This is an optimization exercise on Yosys and OpenROAD, whose aim is small area and a short achievable clock period, not a production implementation. RTL that was checked went through simulation tests only; none was proved equivalent to the original. Function not checked in runs 2 to 7: the RTL went through the layout flow alone. Power and IR drop assume default switching activity.

--- flow/flow/run.sh ---
#!/bin/bash
# The standard layout, with these changes:
#  - synthesis: flow/my_synth.tcl (abc scripts flow/map.abc for the adder
#    modules, flow/top.abc for the rest; no full/half adder cells);
#  - ports are buffered with the smallest buffer instead of a delay cell;
#  - after global placement, flow/split_feedthrough.tcl gives the fetch
#    logic behind each bMemRead input buffer a buffer of its own;
#  - clock tree synthesis without dummy loads, with clkbuf_4 only.
# Everything else (floorplan, tap cells, power grid, placement, CTS,
# routing) is the standard flow's own flow, run through standard.sh.
set -euo pipefail
here=$(pwd)
bash standard.sh ADDER_MAP_FILE= SYNTH_SCRIPT="$here/flow/my_synth.tcl" \
  "BUFFER_PORTS_ARGS=-buffer_cell sky130_fd_sc_hd__buf_1" \
  "POST_GLOBAL_PLACE_TCL=$here/flow/split_feedthrough.tcl" \
  "CTS_ARGS=-sink_clustering_enable -repair_clock_nets -dont_use_dummy_load -sink_clustering_size 20 -buf_list sky130_fd_sc_hd__clkbuf_4" \
  finish > "$here/standard_flow.log" 2>&1
--- flow/flow/map.abc ---
strash
map
topo
stime -c
buffer -c
upsize -c
dnsize -c
--- flow/flow/my_synth.tcl ---
# The standard synthesis script (synth_recipe.tcl) with two changes:
#  - abc maps the adder modules with flow/map.abc (plain mapping of the
#    prefix trees as written) and the rest with flow/top.abc (area-leaning),
#    instead of ORFS's speed script;
#  - the adder modules keep their own hierarchy while abc maps, so abc sees
#    each adder alone; they are flattened at the end, as synth_recipe.tcl does.
# Flip-flops are mapped before abc and all live in the top module, so the
# registers, their names and cells are those of the standard synthesis.
set ::my_dir [file dirname [file normalize [info script]]]
set ::my_keep_done 0
proc abc {args} {
  set i [lsearch -exact $args -script]
  if { $i < 0 } { yosys abc {*}$args; return }
  set j [expr {$i + 1}]
  yosys abc {*}[lreplace $args $j $j $::my_dir/map.abc] adder16 addS8
  yosys abc {*}[lreplace $args $j $j $::my_dir/top.abc] cpu
}
proc synth {args} {
  if { !$::my_keep_done } {
    set ::my_keep_done 1
    yosys setattr -mod -set keep_hierarchy 1 adder16 addS8
  }
  yosys synth -nofsm -noshare {*}$args
}
source $::env(SCRIPTS_DIR)/synth.tcl
# left out here: clear keep_hierarchy, flatten, clean up, hide names made inside functions, write 1_2_yosys.v
--- flow/flow/split_feedthrough.tcl ---
# ifIr is bMemRead passed straight through. After port buffering, each
# bMemRead input buffer also drives the fetch-stage logic; give that logic a
# buffer of its own so the pass-through path only sees the output buffer.
foreach i {0 1 2 3 4 5 6 7 8 9 10 11 12 13 14 15} {
  set port_net [get_nets "bMemRead\[$i\]"]
  set ibuf_in [get_pins -of_objects $port_net -filter "direction == input"]
  if { [llength $ibuf_in] != 1 } { continue }
  set ibuf [get_cells -of_objects $ibuf_in]
  set ibuf_out [get_pins -of_objects $ibuf -filter "direction == output"]
  set net [get_nets -of_objects $ibuf_out]
  set out_net [get_nets "ifIr\[$i\]"]
  set obuf_out [get_pins -of_objects $out_net -filter "direction == output"]
  set obuf_name [get_full_name [get_cells -of_objects $obuf_out]]
  set loads {}
  foreach p [get_pins -of_objects $net -filter "direction == input"] {
    if { [get_full_name [get_cells -of_objects $p]] ne $obuf_name } { lappend loads $p }
  }
  if { [llength $loads] > 1 } {
    insert_buffer -buffer_cell sky130_fd_sc_hd__buf_2 -net $net -load_pins $loads
  }
}
--- flow/flow/top.abc ---
strash
&get -n
&fraig -x
&put
scorr
dc2
strash
&get -n
&dch -f
&nf
&put
--- flow/standard.sh ---
#!/bin/bash
# synth_recipe.tcl (not shown) runs the flow's synth.tcl, then flattens the netlist and writes it again
# the make line also repeats each setting of config.mk as NAME=value (left out here)
make -C /OpenROAD-flow-scripts/flow DESIGN_CONFIG=/design/flow/config.mk WORK_HOME=/design/flow/orfs CLKGATE_MAP_FILE= SYNTH_SCRIPT=/design/flow/synth_recipe.tcl "${@:-finish}"
--- flow/config.mk ---
export PLATFORM = sky130hd
export DESIGN_NAME = cpu
export DESIGN_NICKNAME = cpu
export VERILOG_FILES = /design/flow/design.v
export SDC_FILE = /design/flow/constraint.sdc
export NUM_CORES = 4
export LEC_CHECK = 0
export CAP_MARGIN = 20
export CORE_MARGIN = 2
export CORE_UTILIZATION = 40
export SETUP_SLACK_MARGIN = 3.2
export SLEW_MARGIN = 20
--- flow/constraint.sdc ---
create_clock -name core_clock -period 6.0 [get_ports {clk}]
set_input_delay 1.2000 -clock core_clock [delete_from_list [all_inputs] [get_ports {clk}]]
set_output_delay 1.2000 -clock core_clock [all_outputs]
set_load 0.01 [all_outputs]
--- flow/design.v ---
`timescale 1ns/1ns
package cpuPkg;
  typedef logic [16-1:0] word_t;
  typedef logic [3:0] regIndex_t;
  typedef enum logic [3:0] {
    OP_NOP   = 4'd0,
    OP_ADD   = 4'd1,
    OP_SUB   = 4'd2,
    OP_AND   = 4'd3,
    OP_OR    = 4'd4,
    OP_XOR   = 4'd5,
    OP_MOVI  = 4'd6,
    OP_ADDI  = 4'd7,
    OP_CMPEQ = 4'd8,
    OP_CMPGT = 4'd9,
    OP_LOAD  = 4'd10,
    OP_BT    = 4'd11,
    OP_BF    = 4'd12,
    OP_JR    = 4'd13
  } opcode_t;
  typedef enum logic [2:0] {
    ALU_PASS, ALU_ADD, ALU_SUB, ALU_AND, ALU_OR, ALU_XOR, ALU_CMPEQ, ALU_CMPGT
  } aluOp_t;
  typedef enum logic [1:0] {MEM_NONE, MEM_LOAD} memOp_t;
  typedef enum logic [2:0] {JUMP_NONE, JUMP_REL, JUMP_REG} jumpOp_t;
  typedef enum logic [1:0] {BYP_FILE, BYP_EX, BYP_ME, BYP_IMM} bypassSel_t;
endpackage
`timescale 1ns/1ns
module adder16 (
  input  logic [15:0] a,
  input  logic [15:0] b,
  input  logic        cin,
  output logic [15:0] sum,
  output logic        c15,
  output logic [15:0] andAB,
  output logic [15:0] xorAB
);
  logic [15:0] g, p, gp;
  assign andAB = a & b;
  assign xorAB = a ^ b;
  always_comb begin
    g = andAB;
    p = xorAB;
    g[0] = g[0] | (p[0] & cin);
    gp = p;
    for (int l = 0; l < 4; l++) begin
      for (int i = 15; i >= 0; i--) begin
        if (((i >> l) & 1) == 1) begin
          g[i]  = g[i] | (gp[i] & g[((i >> l) << l) - 1]);
          gp[i] = gp[i] & gp[((i >> l) << l) - 1];
        end
      end
    end
  end
  assign sum = p ^ {g[14:0], cin};
  assign c15 = g[14];
endmodule
module addS8 (
  input  logic [15:0] a,
  input  logic [7:0]  b,
  output logic [15:0] y
);
  logic [7:0] g, p, gp, hi, inc, dec;
  logic       allOnes, allZeros, carry;
  always_comb begin
    g = a[7:0] & b;
    p = a[7:0] ^ b;
    gp = p;
    for (int l = 0; l < 3; l++) begin
      for (int i = 7; i >= 0; i--) begin
        if (((i >> l) & 1) == 1) begin
          g[i]  = g[i] | (gp[i] & g[((i >> l) << l) - 1]);
          gp[i] = gp[i] & gp[((i >> l) << l) - 1];
        end
      end
    end
    carry = g[7];
    hi = a[15:8];
    allOnes  = 1'b1;
    allZeros = 1'b1;
    for (int i = 0; i < 8; i++) begin
      inc[i]   = hi[i] ^ allOnes;
      dec[i]   = hi[i] ^ allZeros;
      allOnes  = allOnes & hi[i];
      allZeros = allZeros & !hi[i];
    end
    y[7:0] = p ^ {g[6:0], 1'b0};
    if (carry && !b[7])      y[15:8] = inc;
    else if (!carry && b[7]) y[15:8] = dec;
    else                     y[15:8] = hi;
  end
endmodule
`timescale 1ns/1ns
module cpu (
  input  logic          clk,
  input  logic          reset,
  output logic [15:0]   bAddr,
  input  logic [15:0]   bMemRead,
  output logic [15:0]   aAddr,
  input  logic [15:0]   aMemRead,
  output logic [15:0]   ifPc,
  output logic [15:0]   ifIr,
  output logic [15:0]   exCalResult,
  output logic [1:0]    exMemControl,
  output logic [3:0]    meRegisterT,
  output logic          meWriteEnable,
  output logic [15:0]   meCalResult,
  output logic          tFlag,
  output logic [175:0]  registerValue
);
  logic [15:0] pc;
  logic [15:0] idIr;
  logic        inDelaySlot;
  logic [3:0]  exRegisterT;
  logic        exWriteEnable;
  logic        exLoad;
  logic [15:0] regs [11];
  logic [15:0] opS, opM;
  logic        sFromEx, sFromMe, mFromEx, mFromMe;
  logic [3:0] op;
  assign op = idIr[15:12];
  logic isAdd, isSub, isAnd, isOr, isXor, isMovi, isAddi, isCmpEq, isCmpGt, isLoad;
  logic isBt, isBf, isJr;
  assign isAdd   = op == 4'd1;
  assign isSub   = op == 4'd2;
  assign isAnd   = op == 4'd3;
  assign isOr    = op == 4'd4;
  assign isXor   = op == 4'd5;
  assign isMovi  = op == 4'd6;
  assign isAddi  = op == 4'd7;
  assign isCmpEq = op == 4'd8;
  assign isCmpGt = op == 4'd9;
  assign isLoad  = op == 4'd10;
  assign isBt    = op == 4'd11;
  assign isBf    = op == 4'd12;
  assign isJr    = op == 4'd13;
  logic decWriteEnable;
  assign decWriteEnable = (op >= 4'd1 && op <= 4'd7) || isLoad;
  logic [15:0] rs, rm;
  assign rs = sFromEx ? exCalResult : (sFromMe ? meCalResult : opS);
  assign rm = mFromEx ? exCalResult : (mFromMe ? meCalResult : opM);
  logic        invert, carryIn;
  logic [15:0] bOp, p, g, sum;
  logic        c15;
  assign bOp    = rm ^ {16{invert}};
  adder16 aluAdder (.a(rs), .b(bOp), .cin(carryIn), .sum(sum), .c15(c15), .andAB(g), .xorAB(p));
  logic gt, eq;
  assign gt = (!rs[15] && rm[15]) || ((!rs[15] || rm[15]) && c15);
  assign eq = p == 16'd0;
  logic [15:0] result;
  logic selSum, selG, selP, selRm;
  assign selSum = isAdd || isAddi || isSub;
  assign selG   = isAnd || isOr;
  assign selP   = isXor || isOr;
  assign selRm  = !(selSum || selG || selP);
  assign result = ({16{selSum}} & sum) | ({16{selG}} & g) | ({16{selP}} & p) | ({16{selRm}} & rm);
  logic tNext;
  assign tNext = isCmpGt ? gt : eq;
  logic [7:0] immA;
  always_comb begin
    if (isMovi)      immA = idIr[7:0];
    else if (isAddi) immA = {{4{idIr[3]}}, idIr[3:0]};
    else if (isLoad) immA = {4'b0, idIr[3:0]};
    else             immA = 8'd0;
  end
  logic [15:0] addrNext;
  addS8 addrAdder (.a(rs), .b(immA), .y(addrNext));
  logic jumpRel, jumpReg;
  assign jumpRel = !inDelaySlot && ((isBt && tFlag) || (isBf && !tFlag));
  assign jumpReg = !inDelaySlot && isJr;
  logic [15:0] pcAdd;
  addS8 pcAdder (.a(pc), .b(jumpRel ? idIr[7:0] : 8'd1), .y(pcAdd));
  logic [15:0] nxtIr;
  assign nxtIr = {reset ? 8'd0 : bMemRead[15:8], bMemRead[7:0]};
  logic [3:0] nS, nM;
  logic       nImm;
  assign nS   = bMemRead[7:4];
  assign nM   = bMemRead[3:0];
  assign nImm = nxtIr[15:13] == 3'b011;   
  logic [15:0] readS, readM, immM;
  logic [10:0] hitReg;
  logic        sHit, mHit;
  always_comb begin
    readS = 16'd0;
    readM = 16'd0;
    sHit  = 1'b0;
    mHit  = 1'b0;
    for (int i = 0; i < 11; i++) begin
      hitReg[i] = meWriteEnable && meRegisterT == 4'(i);
      readS = readS | ({16{nS == 4'(i) && !hitReg[i]}} & regs[i]);
      readM = readM | ({16{nM == 4'(i) && !hitReg[i]}} & regs[i]);
      sHit  = sHit | (nS == 4'(i) && hitReg[i]);
      mHit  = mHit | (nM == 4'(i) && hitReg[i]);
    end
    readS = readS | ({16{sHit}} & meCalResult);
    readM = readM | ({16{mHit}} & meCalResult);
  end
  assign immM = nxtIr[12] ? {{12{nxtIr[3]}}, nxtIr[3:0]} : {{8{nxtIr[7]}}, nxtIr[7:0]};
  always_ff @(posedge clk) begin
    if (reset) begin
      pc            <= 16'd0;
      exWriteEnable <= 1'b0;
      meWriteEnable <= 1'b0;
      tFlag         <= 1'b0;
      meCalResult   <= 16'd0;
    end else begin
      pc            <= jumpReg ? rs : pcAdd;
      exWriteEnable <= decWriteEnable;
      meWriteEnable <= exWriteEnable;
      if (isCmpEq || isCmpGt) tFlag <= tNext;
      meCalResult   <= exLoad ? aMemRead : exCalResult;
    end
    idIr        <= nxtIr;
    invert      <= nxtIr[15:12] == 4'd2 || nxtIr[15:12] == 4'd9;
    carryIn     <= nxtIr[15:12] == 4'd2;
    inDelaySlot <= jumpRel || jumpReg;
    exLoad      <= isLoad;
    opS         <= readS;
    opM         <= nImm ? immM : readM;
    sFromEx     <= nS < 4'd11 && decWriteEnable && idIr[11:8] == nS;
    sFromMe     <= nS < 4'd11 && exWriteEnable && exRegisterT == nS;
    mFromEx     <= !nImm && nM < 4'd11 && decWriteEnable && idIr[11:8] == nM;
    mFromMe     <= !nImm && nM < 4'd11 && exWriteEnable && exRegisterT == nM;
    exCalResult <= result;
    exRegisterT <= idIr[11:8];
    aAddr       <= addrNext;
    meRegisterT <= exRegisterT;
  end
  logic [15:0] writeValue;
  assign writeValue = reset ? 16'd0 : meCalResult;
  always_ff @(posedge clk) begin
    for (int i = 0; i < 11; i++) begin
      if (reset || (meWriteEnable && meRegisterT == 4'(i))) regs[i] <= writeValue;
    end
  end
  always_comb begin
    for (int i = 0; i < 11; i++) registerValue[16*i +: 16] = regs[i];
  end
  assign bAddr        = pc;
  assign ifPc         = pc;
  assign ifIr         = bMemRead;
  assign exMemControl = {1'b0, exLoad};
endmodule
==> results.cfg, run 1 <==
[cts]
path_clk_slew_ns = 0.07
cts_sinks = 307
root_buffer = clkbuf_4
hold_buffers = 0
htreeDepth = 3
cts_tree = yes
clk_latency_ns = 0.81
cts_max_path_buffers = 3
cts-buffers-inserted = 82

[logic_synthesis]
synth_edf_count = 176
ys_ff_latch = 307
ys_seq_area_frac = 0.5158
synth_ff_type = edfxtp_1
yosys.area_share.simple = 0.1652
synthTopCellsByArea = edfxtp_1 34%, dfxtp_1 17%, a222oi_1 6.3%
syn_nets = 1507
synth_top_area_frac = 0.3448
synth_cell_types = 76
netlist_area_um2 = 15330
yosysTopAreaCell = edfxtp_1
synthMuxAreaShare = 0.03208
synthAdderAreaFrac = 0.004081
yosys_warnings = 4
syn_inst = 1473
synth_xor_area_frac = 0.05297
synth_top_family_by_area = compound AO/OA/AOI/OAI gates
synthArstFlopShare = 0
avgSynthCellArea_um2 = 10.41
synth_compound_area_frac = 0.1917

[outcome]
status = no timing/DRC/antenna violations

[grt]
antenna_found_initial = 1
gr-total-overflow = 0
track_usage = 0.3033
grt_pass1_vias = 14080
grt_pass1_wl_um = 88850
grt_max_degree = 33

[die]
start_util = 0.4070
rows = 71
fp.dieH_um = 199.8
coreArea_um2 = 37670
ios = 314
die_width_um = 199.8
dieArea_um2 = 39910

[finish]
fillers = 3547
drive_above_1_share = 0.1784
num-nets-final = 1970
area_growth_pct = 23.76

[setup_path]
path_delay_family = compound AO/OA/AOI/OAI gates
required_ns = 6.59
startpoint = mFromMe
r2r-end = exCalResult[12]
reg2reg_from = mFromMe
crit_slowest_cell = dfxtp_4
cp-end-kind = register
path_max_fanout = 7
crit_arrival_ns = 3.43
reg2reg_slack_ns = 3.16
cp-start-kind = register
crit_end = exCalResult[12]
path_class = reg2reg
slowest_delay_ns = 0.37
rr_worst_depth = 16
cp_num_cells = 16
path_cells = buf_12 > mux2i_2 > nor2_1 > a21oi_2 > xnor2_2 > and2_4 > buf_4 > nand2_1 > o21ai_0 > o21bai_4 > buf_4 > a21oi_1 > o22ai_1 > nand2_1 > a222oi_1 > o21ai_0
worst-path-buf-inv = 3

[min_path]
hp-start = idIr[11]
hp-class = reg2reg

[timing]
drv_slew = 0
worst_pin_slew_ns = 1.167
final_hold_viol_count = 0
rsz0062_at_grt = true
finalSetupViolCount = 0
skew_ns = 0.1022
maxSlewHeadroom = 0.2221
period_needed_ns = 2.837
finalSetupTns_ns = 0
min_period_over_period = 0.4728
max_freq_mhz = 352.5

[routing]
via_per_inst = 6.145
drc = 0
num_vias = 15040
wl_per_cell_um = 25.55
drtPass1Iterations = 10
ant_nets = 0
drt-total-wl_um = 62510
first_iter_violations = 1991

[place]
portBuffers = 312
hpwl_um = 40400

[power]
powerDensity_nw_per_um2 = 282.6
power_mw = 5.362
ir_drop_mv = 0.1632
p_leak_nw = 7.047

[flow_run]
drv_cap = 0
worst min-delay path by stage:
stage	slack (ns)	endpoint	cells past startpoint
floorplan	0.37	exRegisterT[2]	0
global placement	0.39	meRegisterT[2]	0
detailed placement	0.39	meRegisterT[3]	0
CTS	0.40	meRegisterT[2]	0
global route	0.41	meRegisterT[2]	0
finish	0.39	exRegisterT[3]	0
what timing repair did:
item                                    CTS  global route
buffers inserted                         27            40
endpoints found under the setup margin   59            52
pin swaps                                15            32
gates resized for setup                  87            72
cloned                                    1             1
report_power, final:
| group | leakage [nW] | switching, mW | internal (mW) |
|---|---|---|---|
| Combinational | 3.76 | 0.764 | 0.461 |
| Sequential | 2.91 | 0.261 | 2.47 |
| Clock | 0.377 | 0.793 | 0.618 |
cell families after synthesis:
| kind of cell | after synthesis |
|---|---|
| flops | 307 |
| other cells | 1 |
| fa+ha+maj | 6 |
| simple gates | 526 |
| buf+inv | 112 |
| mux | 49 |
| compound gates | 385 |
| xor+xnor | 87 |
routing by layer:
metal  vias up  part of all wire  track usage
li1       6570                 -            -
met1      7075              0.38       0.3870
met2      1158              0.44       0.4605
met3       235              0.13      0.09963
met4         0             0.050       0.1547
met5         -                 0            0
Yosys stat by module, one instance, submodules excluded:
| module | cell area (µm²) | flops+latches | cells inside |
|---|---|---|---|
| cpu | 12860 | 307 | 1060 |
| adder16 | 887.1 | 0 | 153 |
| addS8 | 790.8 | 0 | 130 |
area by class of cell:
cell class | instances | area, µm² | share of cell area
antenna | 2 | 5.005 | 0.0002638
clock buffer | 82 | 615.6 | 0.03245
inverter | 63 | 236.5 | 0.01246
multi-input combinational | 1056 | 7418 | 0.3910
sequential | 307 | 7931 | 0.4181
tap | 511 | 639.4 | 0.03370
timing repair buffer | 426 | 2126 | 0.1120
flip-flops by register name (all words and copies together) (netlist names):
| signal | flops |
|---|---|
| aAddr | 16 |
| carryIn | 1 |
| exCalResult | 16 |
| exLoad | 1 |
| exRegisterT | 4 |
| exWriteEnable | 1 |
| idIr | 16 |
| inDelaySlot | 1 |
| invert | 1 |
| mFromEx | 1 |
| mFromMe | 1 |
| meCalResult | 16 |
| meRegisterT | 4 |
| meWriteEnable | 1 |
| opM | 16 |
| opS | 16 |
| pc | 16 |
| regs | 176 |
| sFromEx | 1 |
| sFromMe | 1 |
| tFlag | 1 |
synth_stat cells (all sizes together), types with 18 or more instances:
| cell | instances |
|---|---|
| nand2b | 24 |
| dfxtp | 131 |
| edfxtp | 176 |
| nand2 | 167 |
| o21ai | 57 |
| xor2 | 52 |
| inv | 55 |
| a21boi | 18 |
| nor2 | 137 |
| and2 | 23 |
| buf | 44 |
| a31oi | 20 |
| xnor2 | 33 |
| nor2b | 32 |
| a21oi | 59 |
| a222oi | 97 |
| a22oi | 36 |
| nor3 | 26 |
| mux2i | 48 |
| o22ai | 18 |
| nand3 | 50 |
cell usage in the layout, fill, tap and decap left out, types with 24 or more instances in the layout:
| cell | instances |
|---|---|
| nor3_1 | 24 |
| nand3_1 | 50 |
| a22oi_1 | 36 |
| buf_1 | 305 |
| a222oi_1 | 97 |
| xnor2_1 | 27 |
| buf_4 | 94 |
| inv_1 | 50 |
| edfxtp_1 | 176 |
| nor2_1 | 120 |
| dfxtp_1 | 120 |
| nor2b_1 | 31 |
| nand2_1 | 155 |
| a21oi_1 | 37 |
| o21ai_0 | 32 |
| clkbuf_4 | 84 |
| xor2_1 | 46 |
| mux2i_1 | 42 |
metrics by stage:
step | utilization | setup slack (ns) | hold slack, ns | instance area (µm²) | cells
2_1_floorplan | - | 3.203 | 0.3730 | 15420 | 1473
3_3_place_gp | 0.4556 | 2.129 | 0.3901 | 17160 | 2283
3_5_place_dp | 0.4570 | 2.187 | 0.3889 | 17210 | 2294
4_1_cts | 0.4869 | 3.174 | 0.3988 | 18340 | 2404
5_1_grt | 0.5037 | 3.009 | 0.4116 | 18970 | 2447
6_report | 0.5037 | 3.163 | 0.3932 | 18970 | 2447
==> inputs of run 2 (changes only) <==
--- a/flow/design.v
+++ b/flow/design.v
@@ -30,12 +30,17 @@
   input  logic [15:0] a,
   input  logic [15:0] b,
   input  logic        cin,
-  output logic [15:0] sum,
-  output logic        c15,
+  input  logic        selSum,
+  input  logic [15:0] other,
+  input  logic        rmSign,
+  input  logic        cmpGt,
+  output logic [15:0] result,
+  output logic        tNext,
   output logic [15:0] andAB,
   output logic [15:0] xorAB
 );
-  logic [15:0] g, p, gp;
+  logic [15:0] g, p, gp, sum;
+  logic        eq, tIfCarry, tIfNoCarry;
   assign andAB = a & b;
   assign xorAB = a ^ b;
   always_comb begin
@@ -52,8 +57,12 @@
       end
     end
   end
-  assign sum = p ^ {g[14:0], cin};
-  assign c15 = g[14];
+  assign sum    = p ^ {g[14:0], cin};
+  assign result = selSum ? sum : other;
+  assign eq         = xorAB == 16'd0;
+  assign tIfCarry   = cmpGt ? (!a[15] || rmSign) : eq;
+  assign tIfNoCarry = cmpGt ? (!a[15] && rmSign) : eq;
+  assign tNext      = g[14] ? tIfCarry : tIfNoCarry;
 endmodule
 module addS8 (
   input  logic [15:0] a,
@@ -140,22 +149,17 @@
   assign rs = sFromEx ? exCalResult : (sFromMe ? meCalResult : opS);
   assign rm = mFromEx ? exCalResult : (mFromMe ? meCalResult : opM);
   logic        invert, carryIn;
-  logic [15:0] bOp, p, g, sum;
-  logic        c15;
-  assign bOp    = rm ^ {16{invert}};
-  adder16 aluAdder (.a(rs), .b(bOp), .cin(carryIn), .sum(sum), .c15(c15), .andAB(g), .xorAB(p));
-  logic gt, eq;
-  assign gt = (!rs[15] && rm[15]) || ((!rs[15] || rm[15]) && c15);
-  assign eq = p == 16'd0;
-  logic [15:0] result;
-  logic selSum, selG, selP, selRm;
+  logic [15:0] bOp, p, g, other, result;
+  logic        selSum, selG, selP, selRm, tNext;
+  assign bOp = rm ^ {16{invert}};
   assign selSum = isAdd || isAddi || isSub;
   assign selG   = isAnd || isOr;
   assign selP   = isXor || isOr;
   assign selRm  = !(selSum || selG || selP);
-  assign result = ({16{selSum}} & sum) | ({16{selG}} & g) | ({16{selP}} & p) | ({16{selRm}} & rm);
-  logic tNext;
-  assign tNext = isCmpGt ? gt : eq;
+  assign other  = ({16{selG}} & g) | ({16{selP}} & p) | ({16{selRm}} & rm);
+  adder16 aluAdder (.a(rs), .b(bOp), .cin(carryIn), .selSum(selSum), .other(other),
+                    .rmSign(rm[15]), .cmpGt(isCmpGt), .result(result), .tNext(tNext),
+                    .andAB(g), .xorAB(p));
   logic [7:0] immA;
   always_comb begin
     if (isMovi)      immA = idIr[7:0];
@@ -201,13 +205,13 @@
       pc            <= 16'd0;
       exWriteEnable <= 1'b0;
       meWriteEnable <= 1'b0;
+      meCalResult   <= 16'd0;
       tFlag         <= 1'b0;
-      meCalResult   <= 16'd0;
     end else begin
+      if (isCmpEq || isCmpGt) tFlag <= tNext;
       pc            <= jumpReg ? rs : pcAdd;
       exWriteEnable <= decWriteEnable;
       meWriteEnable <= exWriteEnable;
-      if (isCmpEq || isCmpGt) tFlag <= tNext;
       meCalResult   <= exLoad ? aMemRead : exCalResult;
     end
     idIr        <= nxtIr;
--- a/flow/config.mk
+++ b/flow/config.mk
@@ -8,5 +8,5 @@
 export CAP_MARGIN = 20
 export CORE_MARGIN = 2
 export CORE_UTILIZATION = 40
-export SETUP_SLACK_MARGIN = 3.2
+export SETUP_SLACK_MARGIN = 3.0
 export SLEW_MARGIN = 20
==> run 2 against run 1 <==
Utilization is 3.2 points lower; critical endpoint is now opM[5]; clock power is 3% higher; still clean on timing, DRC and antenna; sequential power hardly changed; highest routed layer unchanged.
==> results.cfg, run 2 <==
[setup_path]
reg2reg_slack_ns = 3.11
cp-start-kind = input pin
reg2reg_from = mFromMe
r2r-end = tFlag
cp-end-kind = register
path_delay_family = simple AND/OR/NAND/NOR gates
slowest_delay_ns = 0.73
rr_worst_depth = 12
path_cells = buf_1 > buf_2 > nor4_1 > nand3_1 > nand4_1 > or3_2 > a222oi_1 > a31oi_1
crit_slowest_cell = or3_2
crit_arrival_ns = 3.52
path_class = in2reg
required_ns = 6.59
path_max_fanout = 16
worst-path-buf-inv = 2

[place]
hpwl_um = 40960
portBuffers = 312
dpl-instance-area_um2 = 17290
placed_cells = 2338

[timing]
skew_ns = 0.1028
period_needed_ns = 2.931
maxSlewHeadroom = 0.2155
finalSetupViolCount = 0
hold_ws_ns = 0.3961
max_freq_mhz = 341.2
finalSetupTns_ns = 0
rsz0062_at_grt = true
worst_pin_slew_ns = 1.177
final_hold_viol_count = 0
min_period_over_period = 0.4885
drv_slew = 0

[min_path]
min_to = exRegisterT[3]
hp-class = reg2reg
min_path_cells = 0
hp-start = idIr[11]

[routing]
num_vias = 14760
drtPass1Iterations = 9
drc = 0
drt-total-wl_um = 61720
wl_per_cell_um = 25.36
via_per_inst = 6.062
first_iter_violations = 2340
ant_nets = 0

[logic_synthesis]
yosysTopAreaCell = edfxtp_1
netlist_area_um2 = 15490
ys_ff_latch = 307
syn_nets = 1544
synthArstFlopShare = 0
ys_seq_area_frac = 0.5104
synthTopCellsByArea = edfxtp_1 34%, dfxtp_1 17%, a222oi_1 6.7%
synth_top_area_frac = 0.3411
syn_inst = 1510
synth_cell_types = 77
avgSynthCellArea_um2 = 10.26
synthTopCellsByCount = 209 x nand2_1, 176 x edfxtp_1, 131 x dfxtp_1, 110 x nor2_1, 103 x a222oi_1
yosysMostFrequentCell = nand2_1
yosys_warnings = 4
synth_edf_count = 176
synth_ff_type = edfxtp_1

[grt]
grt_pass1_wl_um = 89670
gr-total-overflow = 0
grt_pass1_vias = 14280
grt_max_degree = 70
antenna_found_initial = 1
track_usage = 0.2957

[cts]
clk_latency_ns = 0.77
path_clk_slew_ns = 0.06
cts_max_path_buffers = 3
htreeDepth = 3
cts-buffers-inserted = 84
hold_buffers = 0
cts_sinks = 307
root_buffer = clkbuf_4
cts_tree = yes

[outcome]
status = no timing/DRC/antenna violations

[flow_run]
drv_cap = 0

[finish]
fin_cells = 2434
area_growth_pct = 17.12
drive_above_1_share = 0.1128
mostFrequentLayoutCells = 311 x buf_1, 208 x nand2_1, 176 x edfxtp_1
regMostFlops = regs
largest_reg_flops = 176
fin_area_um2 = 18140
final_common_cell = buf_1
num-nets-final = 1951

[die]
fp.dieH_um = 200.8
start_util = 0.4027
coreArea_um2 = 38470
die_width_um = 200.8
rows = 72
ios = 314
dieArea_um2 = 40320

[power]
power_mw = 5.195
ir_drop_mv = 0.1548
p_leak_nw = 6.801
powerDensity_nw_per_um2 = 286.3
## run 2: cell count changes after synthesis, sizes merged, moves of 5 or more
cell | before | now
o21ai | 57 | 68
a21oi | 59 | 54
xor2 | 52 | 64
clkinv | 8 | 19
nor3 | 26 | 37
nand3 | 50 | 56
nor2 | 137 | 115
xnor2 | 33 | 24
nand2 | 167 | 217
o211ai | 11 | 4
a222oi | 97 | 103
nand4bb | 0 | 5
nand2b | 24 | 10
## run 2: final cells by class
class	count	area, µm²
repair buffers	370	1580
flip-flops and latches	307	7926
well taps	518	648.1
diodes	1	2.502
clock buffers	84	630.6
inverters	77	289.0
fillers	3744	20320
multi-input cells	1077	7068
## run 2: metal layers
metal | GRT usage | up-vias | share of wire
met5 | 0 | - | 0
met2 | 0.4488 | 1043 | 0.44
met1 | 0.3799 | 6916 | 0.39
li1 | - | 6563 | -
met4 | 0.1466 | 0 | 0.048
met3 | 0.09627 | 234 | 0.12
## run 2: per-module statistics from Yosys, one instance, submodules excluded
| module | times used | flops+latches | cell area [µm²] | cells inside |
|---|---|---|---|---|
| addS8 | 2 | 0 | 790.8 | 130 |
| adder16 | 1 | 0 | 1179 | 212 |
| cpu | 1 | 307 | 12730 | 1038 |
## run 2: worst register-to-register path, stage by stage (launching register included)
cell	delay [ns]
dfxtp_4	0.54
mux2i_1	0.15
o21ai_0	0.28
xor2_1	0.38
xor2_2	0.19
buf_4	0.17
nor4_1	0.39
nand4_1	0.19
nor2_1	0.15
nor2_1	0.06
o21ai_1	0.14
nor3_1	0.07
nor3_1	0.15
## run 2: where the power goes
part           leakage [nW]  internal (mW)  switching [mW]
registers              2.90           2.45           0.241
logic                  3.51          0.355           0.696
clock network         0.386          0.634           0.815
## run 2: worst max-delay path by stage
| stage | from | end | slack (ns) | depth (start not counted) |
|---|---|---|---|---|
| 2_1_floorplan | bMemRead[4] | opS[5] | 3.06 | 6 |
| 3_3_place_gp | bMemRead[4] | opS[11] | 1.97 | 7 |
| 3_5_place_dp | idIr[13] | pc[10] | 2.05 | 12 |
| 4_1_cts | bMemRead[1] | opM[10] | 3.02 | 9 |
| 5_1_grt | idIr[15] | pc[8] | 2.88 | 13 |
| 6_report | bMemRead[1] | opM[5] | 3.07 | 8 |
## run 2: cells by family after synthesis
logic type      Yosys count  share of synthesized area
mux                      48                    0.03101
flops                   307                     0.5104
other cells               1                  0.0002421
simple gates            547                     0.1687
buf+inv                 127                    0.04167
compound gates          384                     0.1893
xor+xnor                 90                    0.05459
fa+ha+maj                 6                   0.004038
## run 2: timing repair
action	in CTS	in global routing
endpoints found under the setup margin	34	41
buffers inserted	0	10
pin swaps	1	6
resized for setup	30	30
gates cloned	1	0
## run 2: per-stage QoR
step,utilization,worst slack (ns)
4_1_cts,0.4673,3.023
3_5_place_dp,0.4494,2.053
6_report,0.4717,3.069
3_3_place_gp,0.4478,1.970
5_1_grt,0.4717,2.883
2_1_floorplan,-,3.064
==> inputs of run 3 (changes only) <==
--- a/flow/config.mk
+++ b/flow/config.mk
@@ -8,5 +8,5 @@
 export CAP_MARGIN = 20
 export CORE_MARGIN = 2
 export CORE_UTILIZATION = 40
-export SETUP_SLACK_MARGIN = 3.0
+export SETUP_SLACK_MARGIN = 3.1
 export SLEW_MARGIN = 20
==> run 3 against run 2 <==
Non-clock buffer count is 13 higher; via count is 1.3% higher; synthesized cell count stayed put; first-iteration DRC count is 1.1% higher; combinational power hardly changed; clock-buffer cell count stayed put; cell count is 0.70% higher; area after synthesis stayed put; critical path type unchanged; critical endpoint is now opS[10]; largest cell class unchanged.
==> results.cfg, run 3 <==
[finish]
final_common_cell = buf_1
fin_area_um2 = 18390
drive_above_1_share = 0.1331
regMostFlops = regs
mostFrequentLayoutCells = 311 x buf_1, 208 x nand2_1, 176 x edfxtp_1
largest_reg_flops = 176
num-nets-final = 1967
area_growth_pct = 18.67

[die]
die_width_um = 200.8
rows = 72
coreArea_um2 = 38470
fp.dieH_um = 200.8
dieArea_um2 = 40320
ios = 314
start_util = 0.4027

[routing]
via_per_inst = 6.099
drtPass1Iterations = 14
wl_per_cell_um = 25.14
drc = 0
ant_nets = 0
num_vias = 14950
first_iter_violations = 2365
drt-total-wl_um = 61610

[timing]
worst_pin_slew_ns = 1.128
final_hold_viol_count = 0
max_freq_mhz = 350.5
finalSetupViolCount = 0
drv_slew = 0
finalSetupTns_ns = 0
min_period_over_period = 0.4755
period_needed_ns = 2.853
skew_ns = 0.1079
rsz0062_at_grt = true
maxSlewHeadroom = 0.2483

[flow_run]
drv_cap = 0

[setup_path]
cp-start-kind = input pin
r2r-end = tFlag
required_ns = 6.63
crit_arrival_ns = 3.48
worst-path-buf-inv = 2
crit_slowest_cell = a21oi_4
slowest_delay_ns = 0.63
cp_num_cells = 8
path_class = in2reg
crit_end = opS[10]
cp-end-kind = register
reg2reg_from = meCalResult[10]
path_cells = buf_1 > buf_2 > or4b_1 > a21oi_4 > a222oi_1 > nand2_1 > a221oi_1 > nand3_1
startpoint = bMemRead[5]
path_delay_family = compound AO/OA/AOI/OAI gates
path_max_fanout = 16
rr_worst_depth = 13
reg2reg_slack_ns = 3.21

[cts]
cts_sinks = 307
hold_buffers = 0
cts_max_path_buffers = 3
path_clk_slew_ns = 0.06
cts_tree = yes
clk_latency_ns = 0.79
root_buffer = clkbuf_4
cts-buffers-inserted = 84
htreeDepth = 3

[power]
powerDensity_nw_per_um2 = 283.5
intPower_mw = 3.459
p_leak_nw = 6.916
power_mw = 5.212
seqPwrFrac = 0.517
ir_drop_mv = 0.1798
p_comb_frac = 0.207
p_clk_frac = 0.276
switching_power_mw = 1.754
netSwitchingFraction = 0.3365

[logic_synthesis]
yosys_warnings = 4
netlist_area_um2 = 15490
ys_ff_latch = 307
synthTopCellsByCount = 209 x nand2_1, 176 x edfxtp_1, 131 x dfxtp_1, 110 x nor2_1, 103 x a222oi_1
syn_inst = 1510
yosysMostFrequentCell = nand2_1
synth_edf_count = 176
synth_top_area_frac = 0.3411
syn_nets = 1544
yosysTopAreaCell = edfxtp_1
synthArstFlopShare = 0
synthTopCellsByArea = edfxtp_1 34%, dfxtp_1 17%, a222oi_1 6.7%
synth_ff_type = edfxtp_1
avgSynthCellArea_um2 = 10.26
synth_cell_types = 77
ys_seq_area_frac = 0.5104

[place]
dpl-instance-area_um2 = 17260
portBuffers = 312
hpwl_um = 40730

[grt]
antenna_found_initial = 4
grt_pass1_vias = 14400
gr-total-overflow = 0
grt_pass1_wl_um = 89730
grt_max_degree = 42
track_usage = 0.2925

[min_path]
hp-class = reg2reg

[outcome]
status = no timing/DRC/antenna violations
==> run 3: changes by cell type in the layout (fill, tap and decap cells not counted), moves of 3 or more <==
| cell | before | now |
|---|---|---|
| o21ai_0 | 42 | 33 |
| o21ai_2 | 7 | 13 |
| a21boi_2 | 5 | 2 |
| o21ai_1 | 17 | 20 |
| a21boi_1 | 10 | 13 |
| and2_0 | 13 | 10 |
| dfxtp_2 | 6 | 12 |
| dfxtp_1 | 122 | 114 |
| buf_4 | 46 | 56 |
==> run 3: cell type report <==
cell class / instances / area [µm²]
Timing Repair Buffer: 383 / 1703
Clock buffer: 84 / 630.6
Inverter: 77 / 292.8
Fill cell: 3696 / 20080
Sequential cell: 307 / 7941
Tap cell: 518 / 648.1
Antenna cell: 2 / 5.005
Timing Repair inverter: 1 / 5.005
Multi-Input combinational cell: 1079 / 7159
==> run 3: through the flow <==
stage,utilization,instances,worst slack (ns),hold WS (ns)
finish,0.4779,2451,3.147,0.3909
global route,0.4779,2450,3.035,0.4021
CTS,0.4680,2425,3.089,0.3937
detailed placement,0.4487,2334,1.968,0.3852
global placement,0.4471,2322,1.971,0.3876
floorplan,-,1510,3.071,0.3730
==> run 3: how the worst min path moves through the flow <==
stage / depth (start not counted) / slack [ns] / from / to
6_report: 0 / 0.39 / idIr[11] / exRegisterT[3]
5_1_grt: 0 / 0.40 / idIr[11] / exRegisterT[3]
4_1_cts: 0 / 0.39 / idIr[11] / exRegisterT[3]
3_5_place_dp: 0 / 0.39 / idIr[11] / exRegisterT[3]
3_3_place_gp: 0 / 0.39 / idIr[11] / exRegisterT[3]
2_1_floorplan: 0 / 0.37 / exRegisterT[0] / meRegisterT[0]
==> run 3: kinds of logic after synthesis <==
family / Yosys count / synth area share
DFF: 307 / 0.5104
and+or+nand+nor: 547 / 0.1687
other: 1 / 0.0002421
xor gates and xnor gates: 90 / 0.05459
adders and majority gates: 6 / 0.004038
muxes: 48 / 0.03101
AOI/OAI and AO/OA: 384 / 0.1893
buffers and inverters: 127 / 0.04167
==> run 3: power groups by stage <==
stage	Combinational (mW)	Clock (mW)	Sequential, mW
floorplan	0.592	0	2.70
global placement	0.994	0	2.73
detailed placement	1.01	0	2.73
CTS	1.02	1.47	2.69
global route	1.17	1.57	2.71
finish	1.08	1.44	2.70
==> run 3: timing repair <==
action,CTS,global route
pin swaps,3,9
gates cloned,1,3
hold endpoints to repair,0,0
gates resized for setup,37,69
endpoints found under the setup margin,47,51
setup buffers,6,21
==> run 3: layer usage <==
metal  track usage  wire (µm)
met1        0.3846      24250
met2        0.4526      27440
met3       0.08896       7798
met4        0.1140       2094
met5             0         22
==> run 3: per-module statistics from Yosys, one instance, submodules excluded <==
| module | cells | cell area, µm² | copies in the design |
|---|---|---|---|
| cpu | 1038 | 12730 | 1 |
| addS8 | 130 | 790.8 | 2 |
| adder16 | 212 | 1179 | 1 |
==> inputs of run 4 (changes only) <==
--- a/flow/config.mk
+++ b/flow/config.mk
@@ -8,5 +8,5 @@
 export CAP_MARGIN = 20
 export CORE_MARGIN = 2
 export CORE_UTILIZATION = 40
-export SETUP_SLACK_MARGIN = 3.1
+export SETUP_SLACK_MARGIN = 3.25
 export SLEW_MARGIN = 20
==> run 4 against run 3 <==
Still clean on timing, DRC and antenna; clock power hardly changed; worst hold slack improved by 0.0026 ns; worst setup slack improved by 0.11 ns; global-route usage rose by 0.34 points; first-iteration DRC count decreased by 7.9%; combinational power grew 7%; largest power group unchanged; highest routed layer is now met4.
==> results.cfg, run 4 <==
[logic_synthesis]
ys_seq_area_frac = 0.5104
yosysMostFrequentCell = nand2_1
yosysTopAreaCell = edfxtp_1
syn_inst = 1510
synth_edf_count = 176
ys_ff_latch = 307
synthTopCellsByCount = 209 x nand2_1, 176 x edfxtp_1, 131 x dfxtp_1, 110 x nor2_1, 103 x a222oi_1
synth_ff_type = edfxtp_1
synth_cell_types = 77
synthArstFlopShare = 0
netlist_area_um2 = 15490
synth_top_area_frac = 0.3411
syn_nets = 1544
yosys_warnings = 4
synthTopCellsByArea = edfxtp_1 34%, dfxtp_1 17%, a222oi_1 6.7%
avgSynthCellArea_um2 = 10.26

[cts]
htreeDepth = 3
hold_buffers = 0
cts_sinks = 307
cts_max_path_buffers = 3
cts-buffers-inserted = 83
clk_latency_ns = 0.79
cts_tree = yes
root_buffer = clkbuf_4
path_clk_slew_ns = 0.06

[die]
start_util = 0.4027
die_width_um = 200.8
fp.dieH_um = 200.8
coreArea_um2 = 38470
rows = 72
ios = 314
dieArea_um2 = 40320

[timing]
finalSetupViolCount = 0
final_hold_viol_count = 0
worst_pin_slew_ns = 1.126
finalSetupTns_ns = 0
period_needed_ns = 2.744
rsz0062_at_grt = false
maxSlewHeadroom = 0.2492
min_period_over_period = 0.4574
skew_ns = 0.1229
max_freq_mhz = 364.4
drv_slew = 0

[finish]
final_util = 0.4994
fin_cells = 2467
largest_reg_flops = 176
regMostFlops = regs
final_common_cell = buf_1
num-nets-final = 1984
mostFrequentLayoutCells = 298 x buf_1, 205 x nand2_1, 176 x edfxtp_1
area_growth_pct = 24.00
drive_above_1_share = 0.1843

[min_path]
hp-class = reg2reg

[power]
p_leak_nw = 7.193
ir_drop_mv = 0.1528
power_mw = 5.282
powerDensity_nw_per_um2 = 274.9

[grt]
grt_max_degree = 70
grt_pass1_vias = 14090
antenna_found_initial = 1
gr-total-overflow = 0
grt_pass1_wl_um = 89220
track_usage = 0.2959

[routing]
wl_per_cell_um = 25.45
via_per_inst = 6.070
num_vias = 14980
ant_nets = 0
drtPass1Iterations = 10
first_iter_violations = 2177
drt-total-wl_um = 62780
drc = 0

[setup_path]
cpMostUsedCell = buf_2
path_cells = buf_2 > buf_2
slowest_delay_ns = 0.18
cp-start-kind = input pin
path_class = in2out
crit_arrival_ns = 1.54
worst-path-buf-inv = 2
required_ns = 4.80
path_max_fanout = 2
cp-end-kind = output pin
crit_slowest_cell = buf_2
path_delay_family = buffers and inverters

[outcome]
status = no timing/DRC/antenna violations

[place]
placed_cells = 2323
portBuffers = 312
hpwl_um = 41110

[flow_run]
drv_cap = 0
==> run 4: cell counts after synthesis <==
Identical to the previous run, type by type.
==> run 4: path summary, 6_finish.rpt <==
check | slack [ns] | depth (start not counted) | start | to
worst max-delay path | 3.26 | 2 | bMemRead[1] | ifIr[1]
worst min-delay path | 0.39 | 0 | idIr[11] | exRegisterT[3]
worst max register to register | 3.33 | 6 | meRegisterT[3] | opM[4]
worst min register to register | 0.39 | 0 | idIr[11] | exRegisterT[3]
==> run 4: cell type report <==
type	count	area [µm²]
fillers	3633	19260
inverters	77	290.3
multi-input cells	1079	7661
clock buffers	83	623.1
repair buffers	402	2034
diodes	1	2.502
flip-flops and latches	307	7951
well taps	518	648.1
==> run 4: power by group <==
group / internal, mW / switching [mW]
clock: 0.625 / 0.790
combinational: 0.419 / 0.737
sequential: 2.46 / 0.254
total: 3.50 / 1.78
==> run 4: modules after synthesis, one instance, submodules excluded <==
| module | times used | area, µm² | flip-flops and latches | cells |
|---|---|---|---|---|
| cpu | 1 | 12730 | 307 | 1038 |
| adder16 | 1 | 1179 | 0 | 212 |
| addS8 | 2 | 790.8 | 0 | 130 |
==> run 4: timing repair <==
action	4_1_cts	5_1_grt
endpoints found under the setup margin	83	53
cloned	1	3
pin swaps	8	14
setup buffers	17	39
resized for setup	101	127
==> run 4: layer usage <==
layer | GRT usage | share of wire
met5 | 0 | 0
met4 | 0.1574 | 0.055
met3 | 0.09140 | 0.12
met2 | 0.4529 | 0.44
met1 | 0.3760 | 0.38
==> run 4: stage by stage <==
stage                     cell area (µm²)  setup WS [ns]  hold slack [ns]
after floorplan                     15550          3.273           0.3730
final                               19210          3.256           0.3935
after global routing                19210          3.224           0.4052
after detailed placement            17240          2.040           0.3912
after CTS                           18320          3.238           0.3960
after global placement              17170          1.899           0.3869
==> run 4: cell families (layout without fill, tap and decap cells) <==
kind of cell    Yosys count  count (layout)  synth area share
compound gates          384             384            0.1893
xor+xnor                 90              90           0.05459
fa+ha+maj                 6               6          0.004038
buf+inv                 127             562           0.04167
flops                   307             307            0.5104
mux                      48              48           0.03101
other cells               1               2         0.0002421
simple gates            547             550            0.1687
==> inputs of run 5 (changes only) <==
--- a/flow/config.mk
+++ b/flow/config.mk
@@ -7,6 +7,6 @@
 export LEC_CHECK = 0
 export CAP_MARGIN = 20
 export CORE_MARGIN = 2
-export CORE_UTILIZATION = 40
-export SETUP_SLACK_MARGIN = 3.25
+export CORE_UTILIZATION = 50
+export SETUP_SLACK_MARGIN = 3.0
 export SLEW_MARGIN = 20
==> run 5 against run 4 <==
Non-clock buffer count shrank 11; sequential power is essentially flat; critical endpoint is now opM[5]; maximum frequency is 7.5% lower; highest routed layer unchanged.
==> results.cfg, run 5 <==
[outcome]
status = no timing/DRC/antenna violations

[routing]
wl_per_cell_um = 25.78
drt-total-wl_um = 60200
drc = 0
num_vias = 14980
via_per_inst = 6.415
ant_nets = 0
drtPass1Iterations = 10
first_iter_violations = 2605

[logic_synthesis]
synthTopCellsByArea = edfxtp_1 34%, dfxtp_1 17%, a222oi_1 6.7%
synthArstFlopShare = 0
synth_cell_types = 77
synth_edf_count = 176
synth_ff_type = edfxtp_1
netlist_area_um2 = 15490
synthTopCellsByCount = 209 x nand2_1, 176 x edfxtp_1, 131 x dfxtp_1, 110 x nor2_1, 103 x a222oi_1
synth_top_area_frac = 0.3411
syn_nets = 1544
ys_seq_area_frac = 0.5104
yosysMostFrequentCell = nand2_1
ys_ff_latch = 307
avgSynthCellArea_um2 = 10.26
syn_inst = 1510
yosysTopAreaCell = edfxtp_1
yosys_warnings = 4

[timing]
skew_ns = 0.1243
finalSetupViolCount = 0
final_hold_viol_count = 0
finalSetupTns_ns = 0
drv_slew = 0
worst_pin_slew_ns = 1.222
maxSlewHeadroom = 0.1853
max_freq_mhz = 336.9
period_needed_ns = 2.968
min_period_over_period = 0.4947
rsz0062_at_grt = true
setup_ws_ns = 3.032

[power]
power_mw = 5.209
powerDensity_nw_per_um2 = 283.9
p_leak_nw = 6.940
ir_drop_mv = 0.2022

[min_path]
hp-class = reg2reg

[grt]
grt_max_degree = 70
grt_pass1_wl_um = 88290
gr-total-overflow = 0
grt_pass1_vias = 14180
track_usage = 0.3561
antenna_found_initial = 1

[die]
coreArea_um2 = 30590
ios = 314
dieArea_um2 = 32410
rows = 64
start_util = 0.5065
fp.dieH_um = 180.0
die_width_um = 180.0

[finish]
regMostFlops = regs
drive_above_1_share = 0.1368
final_common_cell = buf_1
mostFrequentLayoutCells = 311 x buf_1, 207 x nand2_1, 176 x edfxtp_1
area_growth_pct = 18.43
largest_reg_flops = 176
num-nets-final = 1973

[setup_path]
cp-end-kind = register
path_class = in2reg
path_max_fanout = 16
crit_arrival_ns = 3.45
required_ns = 6.48
cp-start-kind = input pin

[cts]
cts_tree = yes
cts_max_path_buffers = 3
clk_latency_ns = 0.72
root_buffer = clkbuf_4
hold_buffers = 0
cts-buffers-inserted = 84
htreeDepth = 3
path_clk_slew_ns = 0.05
cts_sinks = 307

[place]
post-place-ws_ns = 2.091
hpwl_um = 39030
portBuffers = 312

[flow_run]
drv_cap = 0
## run 5: per-layer routing
metal  wire length, µm  part of all wire  vias to the layer above  GRT usage
met5                 0                 0                        -          0
met4              2940             0.049                        0     0.1577
met3              8169              0.14                      233     0.1073
met2             26130              0.43                     1152     0.5356
met1             22970              0.38                     7005     0.4769
li1                  -                 -                     6589          -
## run 5: power breakdown
part	internal (mW)	switching, mW
logic	0.394	0.719
registers	2.46	0.235
clock network	0.632	0.773
total	3.48	1.73
## run 5: metrics by stage
step / instance area (µm²) / hold slack [ns] / cells / util
global placement: 17110 / 0.3852 / 2209 / 0.5594
finish: 18350 / 0.3961 / 2335 / 0.5998
CTS: 17890 / 0.3935 / 2308 / 0.5850
floorplan: 15490 / 0.3730 / 1510 / -
global route: 18350 / 0.4071 / 2335 / 0.5998
detailed placement: 17170 / 0.3883 / 2221 / 0.5614
## run 5: kinds of logic (layout without fill, tap and decap cells)
| group | after synthesis | after routing | synth area share |
|---|---|---|---|
| AO/OA/AOI/OAI | 384 | 384 | 0.1893 |
| XOR/XNOR | 90 | 90 | 0.05459 |
| adder cells (fa/ha/maj) | 6 | 6 | 0.004038 |
| buffers and inverters | 127 | 552 | 0.04167 |
| flip-flops | 307 | 307 | 0.5104 |
| multiplexers | 48 | 48 | 0.03101 |
| other | 1 | 3 | 0.0002421 |
| AND/OR/NAND/NOR | 547 | 549 | 0.1687 |
## run 5: final timing paths
check,start,end,slack (ns),cells past startpoint
worst max-delay path,bMemRead[1],opM[5],3.03,8
worst min-delay path,exRegisterT[0],meRegisterT[0],0.40,0
worst max register to register,sFromMe,tFlag,3.14,14
worst min register to register,exRegisterT[0],meRegisterT[0],0.40,0
## run 5: timing repair
action	CTS	global route
cloned	1	1
pin swaps	1	11
buffers inserted	2	24
setup endpoints to repair	31	37
resized for setup	36	75
## run 5: final cells by class
type / count / area (µm²)
Antenna cell: 2 / 5.005
Sequential cell: 307 / 7928
Timing Repair Buffer: 391 / 1745
Tap cell: 396 / 495.5
Multi-Input combinational cell: 1078 / 7254
Clock buffer: 84 / 630.6
Fill cell: 2716 / 12240
Inverter: 77 / 289.0
## run 5: modules after synthesis (local to each module, per instance)
module	copies in the design	flops+latches	cell area, µm²	cells inside
cpu	1	307	12730	1038
adder16	1	0	1179	212
addS8	2	0	790.8	130
## run 5: critical path: stages
cell and delay (ns):
buf_1 0.22, buf_2 0.42, nor4b_1 0.13, nand3_1 0.10
nand3_1 0.08, or3_2 0.74, a222oi_1 0.43, a31oi_1 0.12
==> inputs of run 6 (changes only) <==
--- a/flow/config.mk
+++ b/flow/config.mk
@@ -7,6 +7,6 @@
 export LEC_CHECK = 0
 export CAP_MARGIN = 20
 export CORE_MARGIN = 2
-export CORE_UTILIZATION = 50
+export CORE_UTILIZATION = 55
 export SETUP_SLACK_MARGIN = 3.0
 export SLEW_MARGIN = 20
==> run 6 against run 5 <==
Still clean on timing, DRC and antenna; worst setup slack worse by 0.11 ns; area after synthesis stayed put; design area decreased by 1.6%; combinational power fell by 5%; clock-buffer cell count is 2 lower; flip-flop and latch count did not move; critical path depth unchanged; via count hardly changed; maximum frequency down 3.5%; worst hold slack got worse by 0.017 ns; clock skew grew 0.026 ns; sequential share of layout area rose by 0.65 points; largest power group unchanged.
==> results.cfg, run 6 <==
[outcome]
status = no timing/DRC/antenna violations

[timing]
worst_pin_slew_ns = 1.163
skew_ns = 0.1498
finalSetupTns_ns = 0
rsz0062_at_grt = true
drv_slew = 0
max_freq_mhz = 325.2
min_period_over_period = 0.5124
finalSetupViolCount = 0
maxSlewHeadroom = 0.2247
period_needed_ns = 3.075
final_hold_viol_count = 0

[cts]
cts_max_path_buffers = 3
cts_tree = yes
hold_buffers = 0
cts_sinks = 307
root_buffer = clkbuf_4
path_clk_slew_ns = 0.06
htreeDepth = 3
clk_latency_ns = 0.77
cts-buffers-inserted = 82

[logic_synthesis]
yosysTopAreaCell = edfxtp_1
netlist_area_um2 = 15490
ys_ff_latch = 307
syn_inst = 1510
synth_top_area_frac = 0.3411
avgSynthCellArea_um2 = 10.26
synth_ff_type = edfxtp_1
ys_seq_area_frac = 0.5104
synthTopCellsByArea = edfxtp_1 34%, dfxtp_1 17%, a222oi_1 6.7%
synthTopCellsByCount = 209 x nand2_1, 176 x edfxtp_1, 131 x dfxtp_1, 110 x nor2_1, 103 x a222oi_1
synth_cell_types = 77
yosysMostFrequentCell = nand2_1
yosys_warnings = 4
synthArstFlopShare = 0
syn_nets = 1544
synth_edf_count = 176

[setup_path]
r2r-end = tFlag
path_cells = buf_1 > clkbuf_4 > and4b_1 > nand3_1 > nand4_1 > or3_2 > a211oi_1 > o21ai_0
cp-start-kind = input pin
reg2reg_slack_ns = 3.11
path_class = in2reg
cp-end-kind = register
crit_slowest_cell = or3_2
rr_worst_depth = 13
required_ns = 6.47
startpoint = bMemRead[3]
slowest_delay_ns = 0.69
reg2reg_from = meCalResult[1]
path_max_fanout = 16
crit_arrival_ns = 3.54

[min_path]
hp-class = reg2reg
min_to = exRegisterT[3]
hp-start = idIr[11]
min_path_cells = 0

[die]
rows = 61
dieArea_um2 = 29530
fp.dieH_um = 171.8
die_width_um = 171.8
ios = 314
start_util = 0.5576
coreArea_um2 = 27780

[finish]
mostFrequentLayoutCells = 311 x buf_1, 208 x nand2_1, 176 x edfxtp_1
regMostFlops = regs
area_growth_pct = 16.57
final_common_cell = buf_1
drive_above_1_share = 0.1159
largest_reg_flops = 176
num-nets-final = 1952
fin_area_um2 = 18060

[flow_run]
drv_cap = 0

[routing]
drtPass1Iterations = 13
via_per_inst = 6.529
ant_nets = 0
num_vias = 14980
drt-total-wl_um = 58300
first_iter_violations = 2484
wl_per_cell_um = 25.40
drc = 0

[grt]
track_usage = 0.3853
grt_pass1_wl_um = 84290
grt_max_degree = 38
antenna_found_initial = 1
grt_pass1_vias = 14070
gr-total-overflow = 0

[place]
hpwl_um = 38420
portBuffers = 312
dpl-instance-area_um2 = 17140

[power]
p_leak_nw = 6.820
powerDensity_nw_per_um2 = 284.0
ir_drop_mv = 0.2239
run 6: cell counts after synthesis:
Identical to the previous run, type by type.
run 6: modules after synthesis (local to each module, per instance):
module | times used | flops+latches | cells inside | area [µm²]
cpu | 1 | 307 | 1038 | 12730
adder16 | 1 | 0 | 212 | 1179
addS8 | 2 | 0 | 130 | 790.8
run 6: worst max-delay path by stage:
stage                     to  slack, ns  depth (start not counted)
global placement     opS[10]       2.05                          7
CTS                 aAddr[8]       2.99                          8
global route           tFlag       2.90                         16
finish                opM[7]       2.93                          8
floorplan             opS[5]       3.06                          6
detailed placement   opS[11]       2.10                          8
run 6: power by group:
group / switching [mW] / leakage [nW] / internal (mW) / total (mW)
clock network: 0.774 / 0.377 / 0.617 / 1.39
registers: 0.228 / 2.90 / 2.45 / 2.68
logic: 0.696 / 3.54 / 0.359 / 1.06
run 6: per-stage QoR:
| stage | total power [mW] | hold slack (ns) | utilization | cells | setup WS [ns] |
|---|---|---|---|---|---|
| 2_1_floorplan | 3.292 | 0.3730 | - | 1510 | 3.064 |
| 3_3_place_gp | 3.693 | 0.3937 | 0.6143 | 2188 | 2.052 |
| 3_5_place_dp | 3.711 | 0.3859 | 0.6169 | 2200 | 2.099 |
| 4_1_cts | 5.089 | 0.3904 | 0.6411 | 2283 | 2.985 |
| 5_1_grt | 5.352 | 0.3889 | 0.6501 | 2295 | 2.903 |
| 6_report | 5.129 | 0.3795 | 0.6501 | 2295 | 2.925 |
run 6: worst max-delay path: cells and delay by family:
kind            cells  cell delay [ns]
buf+inv             2             0.60
compound gates      2             0.62
simple gates        4             1.09
run 6: logic make-up after synthesis:
logic type	after synthesis	share of synthesized area
buffers and inverters	127	0.04167
multiplexers	48	0.03101
AO/OA/AOI/OAI	384	0.1893
flip-flops	307	0.5104
other	1	0.0002421
adder cells (fa/ha/maj)	6	0.004038
AND/OR/NAND/NOR	547	0.1687
XOR/XNOR	90	0.05459
run 6: timing repair:
| action | in CTS | in global routing |
|---|---|---|
| resized for setup | 28 | 44 |
| endpoints found under the setup margin | 46 | 48 |
| setup buffers | 0 | 11 |
| cloned | 1 | 0 |
| pin swaps | 1 | 7 |
run 6: final cells by class:
class                           count  area [µm²]
Antenna cell                        1       2.502
Sequential cell                   307        7921
Timing Repair Buffer              373        1632
Tap cell                          378       473.0
Fill cell                        2371        9722
Clock buffer                       82       615.6
Multi-Input combinational cell   1077        7123
Inverter                           77       292.8
run 6: per-layer routing:
layer	global-route usage	vias to the layer above	part of all wire
met2	0.5767	1184	0.43
met4	0.2057	0	0.058
met5	0	-	0
met3	0.1330	287	0.15
met1	0.4924	6949	0.37
li1	-	6563	-
==> inputs of run 7 (changes only) <==
==> flow/flow/map.abc (replaced) <==
strash
map
--- a/flow/config.mk
+++ b/flow/config.mk
@@ -7,6 +7,6 @@
 export LEC_CHECK = 0
 export CAP_MARGIN = 20
 export CORE_MARGIN = 2
-export CORE_UTILIZATION = 55
-export SETUP_SLACK_MARGIN = 3.0
+export CORE_UTILIZATION = 40
+export SETUP_SLACK_MARGIN = 3.1
 export SLEW_MARGIN = 20
==> run 7 against run 6 <==
Die area up 35%; global-route usage down 8.2 points; largest power group unchanged; via count shrank 1.1%; sequential power barely moved; worst hold slack worse by 0.0014 ns; clock power about the same; synthesized cell count down 0.86%.
==> results.cfg, run 7 <==
[logic_synthesis]
avgSynthCellArea_um2 = 10.21
synth_compound_area_frac = 0.1876
synthTopCellsByArea = edfxtp_1 35%, dfxtp_1 17%, a222oi_1 6.7%
synthArstFlopShare = 0
synth_ff_type = edfxtp_1
syn_nets = 1531
ys_seq_area_frac = 0.5173
syn_inst = 1497
synthMuxAreaShare = 0.03143
synthTopCellsByCount = 217 x nand2_1, 176 x edfxtp_1, 131 x dfxtp_1, 115 x nor2_1, 103 x a222oi_1
synth_top_area_frac = 0.3457
yosysTopAreaCell = edfxtp_1
synthAdderAreaFrac = 0.003929
yosys.area_share.simple = 0.1686
synth_xor_area_frac = 0.05385
yosysMostFrequentCell = nand2_1
netlist_area_um2 = 15290
yosys_warnings = 4
synth_top_family_by_area = compound AO/OA/AOI/OAI gates
ys_ff_latch = 307
synth_edf_count = 176
synth_cell_types = 57

[flow_run]
drv_cap = 0

[min_path]
min_path_cells = 0
hp-start = exRegisterT[1]
hp-class = reg2reg
min_to = meRegisterT[1]

[timing]
skew_ns = 0.1078
setup_ws_ns = 3.062
min_period_over_period = 0.4897
max_freq_mhz = 340.3
period_needed_ns = 2.938
final_hold_viol_count = 0
drv_slew = 0
maxSlewHeadroom = 0.1869
rsz0062_at_grt = true
finalSetupViolCount = 0
worst_pin_slew_ns = 1.220
finalSetupTns_ns = 0

[grt]
track_usage = 0.3036
gr-total-overflow = 0
grt_max_degree = 38
grt_pass1_vias = 14010
grt_pass1_wl_um = 88610
antenna_found_initial = 1

[finish]
final_common_cell = buf_1
fillers = 3602
fin_area_um2 = 18360
drive_above_1_share = 0.1288
regMostFlops = regs
num-nets-final = 1962
largest_reg_flops = 176
mostFrequentLayoutCells = 311 x buf_1, 212 x nand2_1, 176 x edfxtp_1
area_growth_pct = 20.09

[cts]
cts-buffers-inserted = 83
hold_buffers = 0
cts_max_path_buffers = 3
root_buffer = clkbuf_4
clk_latency_ns = 0.80
cts_sinks = 307
path_clk_slew_ns = 0.06
cts_tree = yes
htreeDepth = 3

[place]
post-place-ws_ns = 2.090
portBuffers = 312
hpwl_um = 41550
dpl-instance-area_um2 = 17170

[setup_path]
required_ns = 4.80
crit_slowest_cell = buf_1
r2r-end = tFlag
cp-end-kind = output pin
reg2reg_slack_ns = 3.15
path_max_fanout = 2
worst-path-buf-inv = 2
path_cells = buf_1 > buf_1
path_delay_family = buffers and inverters
crit_arrival_ns = 1.74
rr_worst_depth = 13
cp-start-kind = input pin
slowest_delay_ns = 0.28
path_class = in2out
reg2reg_from = meCalResult[7]
cpMostUsedCell = buf_1

[routing]
drtPass1Iterations = 10
via_per_inst = 6.076
num_vias = 14810
first_iter_violations = 1939
drt-total-wl_um = 62090
drc = 0
ant_nets = 0
wl_per_cell_um = 25.47

[die]
ios = 314
coreArea_um2 = 37670
rows = 71
die_width_um = 199.5
fp.dieH_um = 199.5
start_util = 0.4059
dieArea_um2 = 39800

[power]
ir_drop_mv = 0.1951
p_leak_nw = 6.701
powerDensity_nw_per_um2 = 283.6

[outcome]
status = no timing/DRC/antenna violations
-- run 7: cell count changes after synthesis, sizes merged --
cell and delta:
clkinv +58, inv -58, buf -6, nand2b -1, or2b +1, clkbuf -7
-- run 7: Yosys stat by module (local to each module, per instance) --
| module | cells | times used | cell area (µm²) |
|---|---|---|---|
| cpu | 1038 | 1 | 12730 |
| adder16 | 209 | 1 | 1069 |
| addS8 | 125 | 2 | 743.2 |
-- run 7: layout make-up --
type                       count  area [µm²]  share of cell area
antenna                        1       2.502           0.0001363
timing repair buffer         381        1667             0.09078
multi-input combinational   1078        7197              0.3920
inverter                      77       295.3             0.01608
tap                          511       639.4             0.03483
clock buffer                  83       623.1             0.03394
sequential                   307        7935              0.4322
-- run 7: repair_timing --
| item | CTS | global route |
|---|---|---|
| resized for setup | 70 | 59 |
| endpoints found under the setup margin | 56 | 41 |
| buffers inserted | 17 | 5 |
| cloned | 0 | 2 |
| pin swaps | 6 | 7 |
-- run 7: metal layers --
metal  vias to the layer above  GRT usage  wire (µm)
met2                      1060     0.4688      27380
met3                       231    0.09148       7687
met5                         -          0         56
li1                       6583          -          -
met1                      6938     0.3859      23900
met4                         2     0.1525       3073
-- run 7: report_power, final --
part / switching (mW) / internal, mW / leakage [nW]
clock network: 0.795 / 0.625 / 0.382
registers: 0.250 / 2.45 / 2.91
logic: 0.709 / 0.373 / 3.41
total: 1.75 / 3.45 / 6.70
-- run 7: worst reg2reg max path, cell delays in order (launching register included) --
cell and delay [ns]:
dfxtp_1 0.51, mux2i_1 0.13, o21ai_0 0.33, xor2_1 0.27, nor2_1 0.11, nor2_2 0.28
a31o_2 0.28, clkinv_1 0.16, a21oi_2 0.19, nor2_1 0.07, o21ai_0 0.06, o21ai_0 0.11
nor3_1 0.20, nor3_1 0.07
-- run 7: logic make-up (layout without fill, tap and decap cells) --
kind of cell / count (synthesis) / count (layout)
other: 1 / 2
flip-flops: 307 / 307
XOR/XNOR: 90 / 90
AND/OR/NAND/NOR: 547 / 549
AO/OA/AOI/OAI: 384 / 384
multiplexers: 48 / 48
buffers and inverters: 114 / 541
adder cells (fa/ha/maj): 6 / 6
-- run 7: worst max path at each step --
stage | slack, ns | cells after the start | startpoint | end
3_3_place_gp | 2.06 | 7 | bMemRead[5] | opS[5]
2_1_floorplan | 2.99 | 12 | idIr[13] | pc[8]
6_report | 3.06 | 2 | bMemRead[3] | ifIr[3]
4_1_cts | 3.03 | 12 | idIr[15] | pc[8]
3_5_place_dp | 2.09 | 9 | bMemRead[2] | opM[6]
5_1_grt | 3.00 | 13 | mFromMe | exCalResult[11]
-- run 7: per-stage QoR --
stage / instances / power, mW / hold WS (ns) / util
floorplan: 1497 / 3.270 / 0.3730 / -
global placement: 2318 / 3.709 / 0.3887 / 0.4541
detailed placement: 2330 / 3.724 / 0.3885 / 0.4557
CTS: 2430 / 5.175 / 0.3879 / 0.4808
global route: 2438 / 5.442 / 0.3953 / 0.4874
finish: 2438 / 5.206 / 0.3782 / 0.4874

-- re-timing with driven ports --
In the flow no input, the clock included, has a driving cell. The finished layouts below were timed again as built, in two steps.
Step 1: set_driving_cell puts a clkbuf_16 on clk and a buf_2 on each other input, an assumption about the parent block.
Step 2 also shifts input and output timing later by t, the mid clock arrival at the registers, as if the neighbouring blocks saw the same clock.
Slacks: ideal / step 1 / step 2; pairs: ideal / step 1.
run | t, ns | setup slack, ns | latest minus earliest clock arrival (ns) | slew at the worst register clock pin (ns) | cell pins on the clock port's net
run 1 | 0.798 | 3.163 / 3.163 / 2.473 | 0.119 / 0.119 | 0.07 / 0.07 | 1
run 2 | 0.768 | 3.069 / 3.062 / 2.325 | 0.105 / 0.105 | 0.07 / 0.07 | 1
run 3 | 0.790 | 3.147 / 3.124 / 2.378 | 0.112 / 0.113 | 0.07 / 0.07 | 1
run 4 | 0.778 | 3.256 / 3.236 / 2.528 | 0.131 / 0.130 | 0.06 / 0.06 | 1
run 5 | 0.707 | 3.032 / 3.053 / 2.347 | 0.125 / 0.125 | 0.07 / 0.07 | 1
run 6 | 0.746 | 2.925 / 2.952 / 2.206 | 0.150 / 0.150 | 0.07 / 0.07 | 1
run 7 | 0.803 | 3.062 / 3.040 / 2.328 | 0.108 / 0.108 | 0.07 / 0.07 | 1
After both steps every run listed still meets setup and hold. For run 3, which loses most, drivers alone change the setup slack by -0.023 ns; drivers and shift together by -0.769 ns.
